This design comes from an exercise in tuning for small area, a short achievable clock period and few clock cycles per item on the open sky130 flow, not from production work. Only simulation tests tie the RTL to the original design; equivalence was not proved. Power and IR drop assume default switching activity.

--- flow/design.v ---
package tgarle_pkg;
  localparam logic [1:0] KIND_HEADER      = 2'd0;
  localparam logic [1:0] KIND_RUN         = 2'd1;
  localparam logic [1:0] KIND_BAD_TYPE    = 2'd2;
  localparam logic [1:0] KIND_UNSUPPORTED = 2'd3;
  localparam logic [7:0] TYPE_TRUECOLOUR = 8'd2;
  localparam logic [7:0] TYPE_RLE        = 8'd10;
  localparam logic [7:0] DEPTH_24        = 8'd24;
  localparam logic [7:0] DEPTH_32        = 8'd32;
  localparam logic [7:0] OPAQUE_ALPHA   = 8'hff;
endpackage
module tgarle_row_div (
  input  logic [6:0]  rem_in,      
  input  logic        bit_in,      
  input  logic [15:0] width,
  input  logic [1:0]  dcap_in,
  input  logic        row_bit,     
  input  logic        last,
  output logic [6:0]  rem_out,
  output logic        take,
  output logic [1:0]  dcap_out
);
  logic [6:0] ap;
  logic [7:0] diff;
  logic [1:0] da;
  assign ap   = {rem_in[5:0], bit_in};
  assign diff = {1'b0, ap} - {1'b0, width[6:0]};
  assign take = (width[15:7] == 9'd0) && !diff[7] && (dcap_in != 2'd0);
  assign rem_out = take ? diff[6:0] : ap;
  assign da   = dcap_in - {1'b0, take};
  assign dcap_out = last ? da : ((da != 2'd0) ? 2'd2 : {1'b0, row_bit});
endmodule
module tga_truecolor_rle_decoder_core (
  input  logic        clk,
  input  logic        rst,
  input  logic        byte_valid,
  output logic        byte_stall,
  input  logic [7:0]  data_byte,
  input  logic        start_of_file,
  output logic        result_valid,
  input  logic        result_stall,
  output logic [1:0]  result_kind,
  output logic [31:0] pixel_rgba,
  output logic [15:0] dest_row,
  output logic [15:0] dest_column,
  output logic [7:0]  run_length,
  output logic [15:0] image_width,
  output logic [15:0] image_height,
  output logic        image_done
);
  localparam logic [2:0] PH_IDLE = 3'd0;
  localparam logic [2:0] PH_HDR  = 3'd1;
  localparam logic [2:0] PH_SKIP = 3'd2;
  localparam logic [2:0] PH_PKT  = 3'd3;
  localparam logic [2:0] PH_PIX  = 3'd4;
  logic [2:0]  phase;
  logic [4:0]  hpos;         
  logic [7:0]  cnt;          
  logic [15:0] wid;
  logic [15:0] prow;         
  logic [15:0] pcol;
  logic        rle, alpha, badtype, unsup, prun;
  logic        pend;         
  logic        busy;
  logic [1:0]  step;
  logic [1:0]  dcap;
  logic [6:0]  ra;           
  logic [6:0]  rq;           
  logic        vld;
  logic [1:0]  kind;
  logic [31:0] rgba;
  logic [15:0] orow;
  logic [15:0] ocol;
  logic [7:0]  olen;
  logic        odone;
  logic        w1;
  logic        accept;
  logic        free;
  logic [2:0]  ph_eff;
  logic [4:0]  hp_eff;
  logic        complete;
  logic        hdr_emit;
  logic        fire_raw, fire_run, fire;
  assign w1       = (wid == 16'd1);
  assign free     = !vld || !result_stall;
  assign byte_stall = (vld && result_stall) || (pend && busy);
  assign accept   = byte_valid && !byte_stall;
  assign ph_eff   = start_of_file ? PH_HDR : phase;
  assign hp_eff   = start_of_file ? 5'd0 : hpos;
  assign complete = (hpos[1:0] == (alpha ? 2'd3 : 2'd2));
  assign hdr_emit = accept && (ph_eff == PH_HDR) && (hp_eff == 5'd17);
  assign fire_raw = accept && !start_of_file && (phase == PH_PIX) && complete && !(rle && prun);
  assign fire_run = pend && !busy && free;
  assign fire     = fire_raw || fire_run;
  logic [6:0] r1, r2;
  logic       t1, t2;
  logic [1:0] d0, d1, d2;
  logic       rb1, rb2, last1, last2, use2;
  always_comb begin
    if (w1) d0 = (prow[15:7] != 9'd0) ? 2'd2 : {1'b0, prow[6]};
    else    d0 = (prow[15:6] != 10'd0) ? 2'd2 : {1'b0, prow[5]};
    rb1 = 1'b0; rb2 = 1'b0; last1 = 1'b0; last2 = 1'b0; use2 = 1'b1;
    case ({w1, step})
      3'b000: begin rb1 = prow[4]; rb2 = prow[3]; end             
      3'b001: begin rb1 = prow[2]; rb2 = prow[1]; end             
      3'b010: begin rb1 = prow[0]; last2 = 1'b1;  end             
      3'b100: begin rb1 = prow[5]; rb2 = prow[4]; end             
      3'b101: begin rb1 = prow[3]; rb2 = prow[2]; end             
      3'b110: begin rb1 = prow[1]; rb2 = prow[0]; end             
      default: begin last1 = 1'b1; use2 = 1'b0; end               
    endcase
  end
  tgarle_row_div u_step1 (
    .rem_in (ra), .bit_in (rq[6]), .width (wid),
    .dcap_in ((step == 2'd0) ? d0 : dcap), .row_bit (rb1), .last (last1),
    .rem_out (r1), .take (t1), .dcap_out (d1)
  );
  tgarle_row_div u_step2 (
    .rem_in (r1), .bit_in (rq[5]), .width (wid),
    .dcap_in (d1), .row_bit (rb2), .last (last2),
    .rem_out (r2), .take (t2), .dcap_out (d2)
  );
  logic [16:0] s_sum;
  logic [17:0] t_diff;
  logic        c_wrap;
  logic        f_done;
  logic [7:0]  wm1;
  logic [7:0]  f_len;
  logic [15:0] row_sub;
  logic        row_borrow;
  logic [15:0] row_dec;
  always_comb begin
    s_sum  = {1'b0, pcol} + {10'd0, ra} + 17'd1;
    t_diff = {1'b0, s_sum} - {2'b00, wid};
    c_wrap = !t_diff[17];
    f_done = c_wrap && (prun ? (dcap == 2'd0) : (prow == 16'd0));
    wm1    = prun ? cnt : 8'd0;
    f_len  = f_done ? (wm1 + wid[7:0] - pcol[7:0] - {1'b0, ra}) : (wm1 + 8'd1);
    row_sub    = hdr_emit ? 16'd0 : {9'd0, rq};
    row_borrow = hdr_emit || c_wrap;
    row_dec    = prow - row_sub - {15'd0, row_borrow};
  end
  always_ff @(posedge clk) begin
    if (rst) begin
      phase <= PH_IDLE;
      pend  <= 1'b0;
      busy  <= 1'b0;
      vld   <= 1'b0;
    end else begin
      if (fire || hdr_emit) begin
        vld <= 1'b1;
      end else if (!result_stall) begin
        vld <= 1'b0;
      end
      if (busy) begin
        step <= step + 2'd1;
        dcap <= use2 ? d2 : d1;
        ra   <= use2 ? r2 : r1;
        rq   <= use2 ? {rq[4:0], t1, t2} : {rq[5:0], t1};
        if ((step == 2'd2 && !w1) || step == 2'd3) begin
          busy <= 1'b0;
        end
      end
      if (fire) begin
        pend <= 1'b0;
        pcol <= c_wrap ? t_diff[15:0] : s_sum[15:0];
        prow <= row_dec;
      end
      if (accept) begin
        case (ph_eff)
          PH_HDR: begin
            case (hp_eff)
              5'd0:  cnt <= data_byte;
              5'd1:  unsup <= (data_byte != 8'd0);
              5'd2: begin
                rle     <= (data_byte == tgarle_pkg::TYPE_RLE);
                badtype <= (data_byte != tgarle_pkg::TYPE_TRUECOLOUR) &&
                           (data_byte != tgarle_pkg::TYPE_RLE);
              end
              5'd12: wid[7:0]   <= data_byte;
              5'd13: wid[15:8]  <= data_byte;
              5'd14: prow[7:0]  <= data_byte;
              5'd15: prow[15:8] <= data_byte;
              5'd16: begin
                alpha <= (data_byte == tgarle_pkg::DEPTH_32);
                unsup <= unsup || ((data_byte != tgarle_pkg::DEPTH_24) &&
                                   (data_byte != tgarle_pkg::DEPTH_32));
              end
              default: begin
              end
            endcase
            if (start_of_file) begin
              busy <= 1'b0;
            end
            if (hp_eff == 5'd17) begin
              hpos <= 5'd0;
              rgba <= 32'd0;
              ra   <= 7'd0;
              rq   <= 7'd0;
              prun <= 1'b0;
              pcol <= 16'd0;
              prow <= row_dec;
              if (badtype || unsup || (wid == 16'd0) || (prow == 16'd0)) begin
                phase <= PH_IDLE;
              end else if (cnt != 8'd0) begin
                phase <= PH_SKIP;
              end else begin
                phase <= rle ? PH_PKT : PH_PIX;
              end
            end else begin
              hpos  <= hp_eff + 5'd1;
              phase <= PH_HDR;
            end
          end
          PH_SKIP: begin
            cnt <= cnt - 8'd1;
            if (cnt == 8'd1) begin
              phase <= rle ? PH_PKT : PH_PIX;
            end
          end
          PH_PKT: begin
            cnt   <= {1'b0, data_byte[6:0]};
            prun  <= data_byte[7];
            phase <= PH_PIX;
            step  <= 2'd0;
            if (data_byte[7]) begin
              busy <= 1'b1;
              if (w1) begin
                ra <= 7'd0;
                rq <= data_byte[6:0];
              end else begin
                ra <= {6'd0, data_byte[6]};
                rq <= {data_byte[5:0], 1'b0};
              end
            end else begin
              busy <= 1'b0;
              ra   <= 7'd0;
              rq   <= 7'd0;
            end
          end
          PH_PIX: begin
            case (hpos[1:0])
              2'd0: rgba[15:8]  <= data_byte;
              2'd1: rgba[23:16] <= data_byte;
              2'd2: begin
                rgba[31:24] <= data_byte;
                if (!alpha) rgba[7:0] <= tgarle_pkg::OPAQUE_ALPHA;
              end
              default: rgba[7:0] <= data_byte;
            endcase
            if (!complete) begin
              hpos <= hpos + 5'd1;
            end else begin
              hpos <= 5'd0;
              if (rle && prun) begin
                pend  <= 1'b1;
                phase <= PH_PKT;
              end else if (rle) begin
                if (cnt == 8'd0) begin
                  phase <= PH_PKT;
                end else begin
                  cnt <= cnt - 8'd1;
                end
              end
            end
          end
          default: begin
          end
        endcase
      end
      if (fire && f_done && !(accept && start_of_file)) begin
        phase <= PH_IDLE;
      end
    end
  end
  always_ff @(posedge clk) begin
    if (hdr_emit) begin
      kind  <= badtype ? tgarle_pkg::KIND_BAD_TYPE :
               unsup   ? tgarle_pkg::KIND_UNSUPPORTED : tgarle_pkg::KIND_HEADER;
      orow  <= prow;
      ocol  <= 16'd0;
      olen  <= 8'd0;
      odone <= !badtype && !unsup && ((wid == 16'd0) || (prow == 16'd0));
    end else if (fire) begin
      kind  <= tgarle_pkg::KIND_RUN;
      orow  <= prow;
      ocol  <= pcol;
      olen  <= f_len;
      odone <= f_done;
    end
  end
  logic hdr_kind;
  assign hdr_kind     = (kind != tgarle_pkg::KIND_RUN);
  assign result_valid = vld;
  assign result_kind  = kind;
  assign pixel_rgba   = rgba;
  assign dest_row     = hdr_kind ? 16'd0 : orow;
  assign dest_column  = ocol;
  assign run_length   = olen;
  assign image_width  = hdr_kind ? wid : 16'd0;
  assign image_height = hdr_kind ? orow : 16'd0;
  assign image_done   = odone;
endmodule
--- flow/run.sh ---
#!/bin/bash
# synth_recipe.tcl (not shown) runs the flow's synth.tcl, then flattens the netlist and writes it again
# the make line also repeats each setting of config.mk as NAME=value (left out here)
make -C /OpenROAD-flow-scripts/flow DESIGN_CONFIG=/design/flow/config.mk WORK_HOME=/design/flow/orfs CLKGATE_MAP_FILE= SYNTH_SCRIPT=/design/flow/synth_recipe.tcl finish
--- flow/config.mk ---
export PLATFORM = sky130hd
export DESIGN_NAME = tga_truecolor_rle_decoder_core
export DESIGN_NICKNAME = tga_truecolor_rle_decoder_core
export VERILOG_FILES = /design/flow/design.v
export SDC_FILE = /design/flow/constraint.sdc
export NUM_CORES = 4
export LEC_CHECK = 0
export ABC_CLOCK_PERIOD_IN_PS = 3500
export CAP_MARGIN = 20
export CORE_MARGIN = 2
export CORE_UTILIZATION = 40
export SETUP_SLACK_MARGIN = 4.0
export SLEW_MARGIN = 20
--- flow/constraint.sdc ---
create_clock -name core_clock -period 7.5 [get_ports {clk}]
set_input_delay 1.5000 -clock core_clock [delete_from_list [all_inputs] [get_ports {clk}]]
set_output_delay 1.5000 -clock core_clock [all_outputs]
set_load 0.01 [all_outputs]
==> results of run 1 <==
==> critical path, cell delays in order (launching register included) <==
cell and delay [ns]:
edfxtp_1 0.39, inv_2 0.07, ha_4 0.16, fa_2 0.34, nand2b_4 0.15, a21boi_2 0.14, o21a_1 0.20, o311a_4 0.23
xor2_1 0.17, ha_1 0.30, and3_4 0.19, a2111o_1 0.40, o22ai_4 0.20, o21ai_2 0.09, a21boi_2 0.16, nand2_2 0.08
fa_2 0.57, inv_2 0.05, ha_4 0.15, o21ai_2 0.10, nand3b_1 0.12, a21o_1 0.22, a21oi_4 0.16, o21ai_4 0.12
or3_4 0.42, o21ai_4 0.16, a21oi_2 0.07, o21ai_1 0.12
==> layer usage <==
metal | routed length [um] | vias up
met4 | 1319 | 0
met2 | 17670 | 433
met1 | 16400 | 5055
li1 | - | 4925
met3 | 2942 | 82
met5 | 0 | -
==> cell families (layout without fill, tap and decap cells) <==
family	Yosys count	count (layout)	synth area share, %
AO/OA/AOI/OAI	315	317	17.02
buffers and inverters	152	333	5.026
XOR/XNOR	65	65	4.898
multiplexers	32	32	2.752
flip-flops	165	165	39.53
adder cells (fa/ha/maj)	102	102	12.11
AND/OR/NAND/NOR	452	452	18.66
==> power by group <==
part / switching [W] / leakage (nW) / internal, W
registers: 0.0000540 / 1.52 / 0.00105
clock network: 0.000460 / 0.295 / 0.000452
logic: 0.000373 / 4.08 / 0.000330
total: 0.000887 / 5.90 / 0.00183
==> synth_stat cells (20+ instances only) <==
library cell  instances  area, sq um
inv_1                91        341.6
nor3_1               37        185.2
o21ai_0              60        300.3
edfxtp_1            135         4054
a21oi_1             109        545.5
dfxtp_1              30        600.6
and2_1               57        356.6
fa_1                 20        400.4
mux2i_1              29        290.3
nand2_1             116        435.4
nand3_1              28        140.1
clkbuf_1             41        153.9
nor2_1              126        473.0
ha_1                 82         1026
xor2_1               23        201.4
xnor2_1              41        359.1
==> state kept, by name, indices dropped and copies added, names as in the netlist, 2 cells and up <==
name / count
kind: 2
prow: 16
ocol: 16
rgba: 32
pcol: 16
phase: 3
cnt: 8
olen: 8
wid: 16
rq: 7
orow: 16
hpos: 5
step: 2
dcap: 2
ra: 7
==> path summary, 6_finish.rpt <==
path | from | endpoint | slack [ns]
max | ra[0]$_DFFE_PN_ | prow[7]$_DFFE_PN_ | 1.83
min | ocol[11]$_SDFFE_PP0N_ | ocol[11]$_SDFFE_PP0N_ | 0.45
max reg2reg | ra[0]$_DFFE_PN_ | prow[7]$_DFFE_PN_ | 1.83
min reg2reg | ocol[11]$_SDFFE_PP0N_ | ocol[11]$_SDFFE_PP0N_ | 0.45
==> what timing repair did <==
item / 4_1_cts / 5_1_grt
pin swaps: 34 / 33
gates resized for setup: 95 / 51
setup buffers: 52 / 21
setup endpoints to repair: 207 / 133
cloned: 3 / 0
==> stage by stage <==
stage	hold WS, ns	power (W)	area, sq um	cells
after CTS	0.4538	0.002681	14850	1829
after floorplan	0.4761	0.001525	11950	1283
after global placement	0.4389	0.001707	13470	1742
after detailed placement	0.4426	0.001716	13470	1742
after global routing	0.4686	0.002847	15260	1850
final	0.4501	0.002721	15260	1850
==> placed cells by master, fill, tap and decap left out, types with 6 or more instances in the layout <==
cell type	count
or3_1	6
ha_1	74
edfxtp_1	135
o22ai_1	14
inv_1	78
o21a_1	11
a31oi_1	14
mux2i_1	27
clkinv_8	6
ha_4	6
clkbuf_16	17
inv_2	10
a21oi_1	99
nor2b_1	11
buf_4	75
nand2_1	114
a21oi_2	10
xnor2_1	37
xor2_1	23
dfxtp_1	30
a21o_1	14
nor3_1	33
o211ai_1	7
nand2b_1	12
nand3_1	25
o21ai_2	9
nor4_1	10
clkdlybuf4s50_1	117
nor2_1	122
and3_1	12
fa_1	17
o21ai_1	9
and2_1	55
o21ai_0	42
buf_6	9
a211oi_1	7
==> layout make-up <==
class / instances / area, sq um / share of cell area, %
Tap cell: 384 / 480.5 / 3.149
Sequential cell: 165 / 4654 / 30.51
Timing Repair inverter: 1 / 5.005 / 0.03281
Clock buffer: 17 / 425.4 / 2.788
Timing Repair Buffer: 207 / 1914 / 12.55
Multi-Input combinational cell: 968 / 7234 / 47.42
Clock inverter: 15 / 183.9 / 1.206
Inverter: 93 / 357.8 / 2.346
==> results.yml, run 1 <==
sta:
  min_period_ns: 5.671
  setup_viol: 0
  hold_violations: 0
  clock_skew_ns: 0.01904
  setup_tns_ns: 0
  max_freq_mhz: 176.3
  worst_pin_slew_ns: 1.030
  relSlewSlack_pct: 31.11
  rsz0062_at_grt: "true"
  period_share_pct: 75.61
  setup_slack_ns: 1.829
  slew_violations: 0
logic_synthesis:
  synth_nets: 1398
  netlist_area_sq_um: 11780
  ys_seq_area_share_pct: 39.53
  yosysWarnings: 1
  yosys_register_bits: 165
  async_flop_share_pct: 0
  post_synth.cell_area_avg_sq_um: 9.178
  synth_ff_type: "edfxtp_1"
  synth_edf_count: 135
  synthCells: 1283
  synthDistinctLibCells: 83
die:
  pin_count: 122
  core_sq_um: 28860
  start_util_pct: 40.80
  fp.dieW_um: 175.6
  num_rows: 62
  dieArea_sq_um: 30830
  die_y_um: 175.6
place:
  gp_congestion: 0.9193
  place_ws_ns: 1.088
  numPortBuffers: 121
  hpwl_um: 25640
worst_setup_path:
  path_class: "reg2reg"
  end_kind: "flip-flop"
  rr_worst_depth: 27
  worst_ep_required_time_ns: 7.80
  cp-start-kind: "flip-flop"
  cp.arrival_ns: 5.97
  worstPathMaxFanout: 7
clock_network:
  cts_tree: "yes"
  cts_num_sinks: 165
  clk_path_buf_depth: 2
  cts_buffers: 17
  root_buffer: "clkbuf_16"
  clk_latency_ns: 0.45
  htreeDepth: 4
  clk_pin_slew_worst_paths_ns: 0.08
  cts_hold_buf: 0
outcome:
  status: "finished clean"
final_layout:
  fin_util_pct: 52.87
  n_fill_cell: 2627
  drive_gt1_share_pct: 17.53
  finish.net_count: 1568
  area_growth_pct: 29.56
  n_antenna_cell: 0
power:
  leakage_nw: 5.898
  peakVddDrop_mv: 0.1484
  powerDensity_nw_per_um2: 178.4
global_route:
  grt_pass1_wl_um: 57860
  grt_usage_pct: 24.52
  grt_max_degree: 36
  top_usage_layer: "met2"
  grtUsageMet2_pct: 39.30
  grt_overflow: 0
  grt_pass1_vias: 10070
  grtUsageMet1_pct: 33.06
  antenna_found_initial: 0
  grt_use_met3_pct: 4.762
detailed_routing:
  route.detailed.vias_per_inst: 5.673
  wl_um: 38330
  vias: 10500
  first_pass_iters: 5
  drtAntennaViolNets: 0
  first_iter_violations: 1095
  wl_per_cell_um: 20.72
  drc: 0
job:
  maxCapViolCount: 0
hold_path:
  min_path_type: "reg2reg"
  min_path_cells: 2
Testbench counts, summed over its fixed seeds: cycles 128,051, bytes 128,035.
==> run 2, diff against run 1 <==
--- a/flow/config.mk
+++ b/flow/config.mk
@@ -7,3 +7,2 @@
 export LEC_CHECK = 0
-export ABC_CLOCK_PERIOD_IN_PS = 3500
 export CAP_MARGIN = 20
@@ -11,3 +10,2 @@
 export CORE_UTILIZATION = 40
-export SETUP_SLACK_MARGIN = 4.0
 export SLEW_MARGIN = 20
==> run 2 against run 1 <==
Effect of this change:
- still clean
- non-clock buffer count shrank 72
- synthesized cell count is the same
- global-route usage shrank 2.2 points
- clock skew shrank 0.0022 ns
- die area is the same
- core utilization shrank 4.7 points
- clock-buffer cell count grew 2
- hold slack gained 0.0014 ns
- critical endpoint unchanged
- largest cell class unchanged
- highest routed layer unchanged
==> results.yml, run 2 <==
outcome:
  status: "finished clean"
detailed_routing:
  vias: 9828
  first_iter_violations: 945
  wl_um: 34260
  wl_per_cell_um: 19.30
  drtAntennaViolNets: 0
  route.detailed.vias_per_inst: 5.537
  first_pass_iters: 5
  drc: 0
worst_setup_path:
  crit_start: "ra[0]$_DFFE_PN_"
  critical-path-top-delay-family: "compound AO/OA/AOI/OAI gates"
  path_class: "reg2reg"
  cp-start-kind: "flip-flop"
  critPathMaxStageDelay_ns: 0.51
  worst_ep_required_time_ns: 7.78
  end_kind: "flip-flop"
  cp.arrival_ns: 7.05
  reg2reg_from: "ra[0]$_DFFE_PN_"
  path_buf_inv: 2
  worstPathMaxFanout: 10
  critPathSlowestCell: "fa_1"
logic_synthesis:
  synthDistinctLibCells: 83
  synth_top_area_share_pct: 34.43
  synth_ff_type: "edfxtp_1"
  synth_area_leaders: "edfxtp_1, ha_1, dfxtp_1"
  netlist_area_sq_um: 11780
  synth_most_common_cell: "edfxtp_1"
  synth.largest_area_cell: "edfxtp_1"
  ys_seq_area_share_pct: 39.53
  async_flop_share_pct: 0
  yosys_register_bits: 165
  synth_commonest_cells: "edfxtp_1, nor2_1, nand2_1"
  synthCells: 1283
  synth_edf_count: 135
  yosysWarnings: 1
  synth_nets: 1398
  post_synth.cell_area_avg_sq_um: 9.178
sta:
  setup_tns_ns: 0
  max_freq_mhz: 147.7
  hold_violations: 0
  period_share_pct: 90.28
  rsz0062_at_grt: "false"
  relSlewSlack_pct: 36.20
  worst_pin_slew_ns: 0.9570
  clock_skew_ns: 0.01683
  setup_viol: 0
  setup_slack_ns: 0.7289
  slew_violations: 0
  min_period_ns: 6.771
clock_network:
  cts_buffers: 17
  clk_path_buf_depth: 2
  root_buffer: "clkbuf_16"
  clk_pin_slew_worst_paths_ns: 0.07
  cts_hold_buf: 0
  clk_latency_ns: 0.44
  cts_num_sinks: 165
  cts_resized: 0
  htreeDepth: 4
  cts_tree: "yes"
  post_cts_buffers: 0
die:
  dieArea_sq_um: 30830
  start_util_pct: 40.80
  pin_count: 122
  fp.dieW_um: 175.6
  die_y_um: 175.6
  num_rows: 62
  core_sq_um: 28860
power:
  powerDensity_nw_per_um2: 182.1
  switching_share_pct: 30.72
  peakVddDrop_mv: 0.1223
  leakage_nw: 5.367
  power.share.combinational_pct: 23.2
  p_int_w: 0.001754
  p_sw_w: 0.0007778
  clkPwrFrac_pct: 33.2
  seq_power_share_pct: 43.5
global_route:
  grt_overflow: 0
  grt_usage_pct: 22.30
  grt_pass1_wl_um: 53430
  grt_max_degree: 50
  grt_pass1_vias: 9377
  antenna_found_initial: 0
place:
  numPortBuffers: 121
  gp_congestion: 0.8814
  hpwl_um: 24950
  place_ws_ns: 0.8127
final_layout:
  top_register: "rgba"
  mostFrequentLayoutCell: "edfxtp_1"
  final_cell_mix: "edfxtp_1, nor2_1, clkdlybuf4s50_1"
  n_antenna_cell: 0
  largest_reg_flops: 32
  drive_gt1_share_pct: 5.392
  area_growth_pct: 18.10
  finish.net_count: 1493
hold_path:
  min_path_type: "reg2reg"
  hold_path.startpoint: "ocol[12]$_SDFFE_PP0N_"
job:
  maxCapViolCount: 0
## run 2: cell families (layout without fill, tap and decap cells)
kind of cell | Yosys count | in the layout | share of synthesized area (%)
flops | 165 | 165 | 39.53
simple gates | 452 | 452 | 18.66
compound gates | 315 | 315 | 17.02
mux | 32 | 32 | 2.752
xor+xnor | 65 | 65 | 4.898
buf+inv | 152 | 260 | 5.026
fa+ha+maj | 102 | 102 | 12.11
## run 2: through the flow
step                util, %  hold WS (ns)  instances  total power (W)  cell area (sq um)
finish                48.19        0.4515       1775         0.002532              13910
global placement      46.27        0.4403       1743         0.001696              13350
floorplan                 -        0.4761       1283         0.001510              11780
detailed placement    46.29        0.4462       1743         0.001702              13360
global route          48.19        0.4771       1775         0.002649              13910
CTS                   48.16        0.4550       1775         0.002541              13900
## run 2: worst paths after layout
| check | cells past startpoint | slack (ns) | endpoint |
|---|---|---|---|
| max | 28 | 0.73 | prow[7]$_DFFE_PN_ |
| min | 2 | 0.45 | ocol[12]$_SDFFE_PP0N_ |
| max reg2reg | 28 | 0.73 | prow[7]$_DFFE_PN_ |
| min reg2reg | 2 | 0.45 | ocol[12]$_SDFFE_PP0N_ |
## run 2: worst register-to-register path, delay by kind of cell (launching register included)
family	cells	cell delay, ns
DFF	1	0.45
buffers and inverters	2	0.18
AOI/OAI and AO/OA	15	3.26
adders and majority gates	5	1.61
xor gates and xnor gates	1	0.17
and+or+nand+nor	5	0.95
## run 2: area by class of cell
| type | instances | area, sq um |
|---|---|---|
| Tap cell | 384 | 480.5 |
| Multi-Input combinational cell | 966 | 6565 |
| Inverter | 93 | 349.1 |
| Clock inverter | 13 | 97.59 |
| Sequential cell | 165 | 4654 |
| Clock buffer | 19 | 442.9 |
| Timing Repair Buffer | 135 | 1316 |
| Fill cell | 2738 | 14950 |
## run 2: routing by layer
metal / up-vias / share of wire (%) / track usage [%]
li1: 4769 / - / -
met1: 4672 / 46 / 32.13
met2: 353 / 45 / 34.37
met3: 34 / 7.3 / 4.416
met4: 0 / 1.5 / 5.647
met5: - / 0 / 0
## run 2: power groups by stage
stage	Clock [W]	Sequential (W)	Combinational, W
floorplan	0	0.00112	0.000390
global placement	0	0.00112	0.000575
detailed placement	0	0.00112	0.000580
CTS	0.000854	0.00110	0.000585
global route	0.000883	0.00111	0.000656
finish	0.000842	0.00110	0.000588

==> what the ideal ports hide <==
How much do the figures lean on ideal ports? The routed layouts below were timed once more, with nothing changed but the port constraints. Step 1 assumes that a clkbuf_16 drives the clock port and a buf_2 every other input. Step 2 adds t to the input delays and takes it off the output delays; t is the mean of the earliest and latest rising clock arrival at the registers after step 1. Input paths then give back, and output paths get back, about the clock's delay inside the block. a / b / c = no drivers / after step 1 / after step 2; a / b = the first two.
run	t, ns	setup slack, ns	hold WS [ns]	worst setup path after step 2	cell pins on the clock port's net
run 1	0.486	1.829 / 1.829 / 1.820	0.450 / 0.450 / 0.450	input to register	1
run 2	0.481	0.729 / 0.729 / 0.729	0.452 / 0.452 / 0.452	register to register	1
After both steps every run listed still meets setup and hold. For run 1, which loses most, drivers alone change the setup slack by 0.000 ns; drivers and shift together by -0.009 ns.
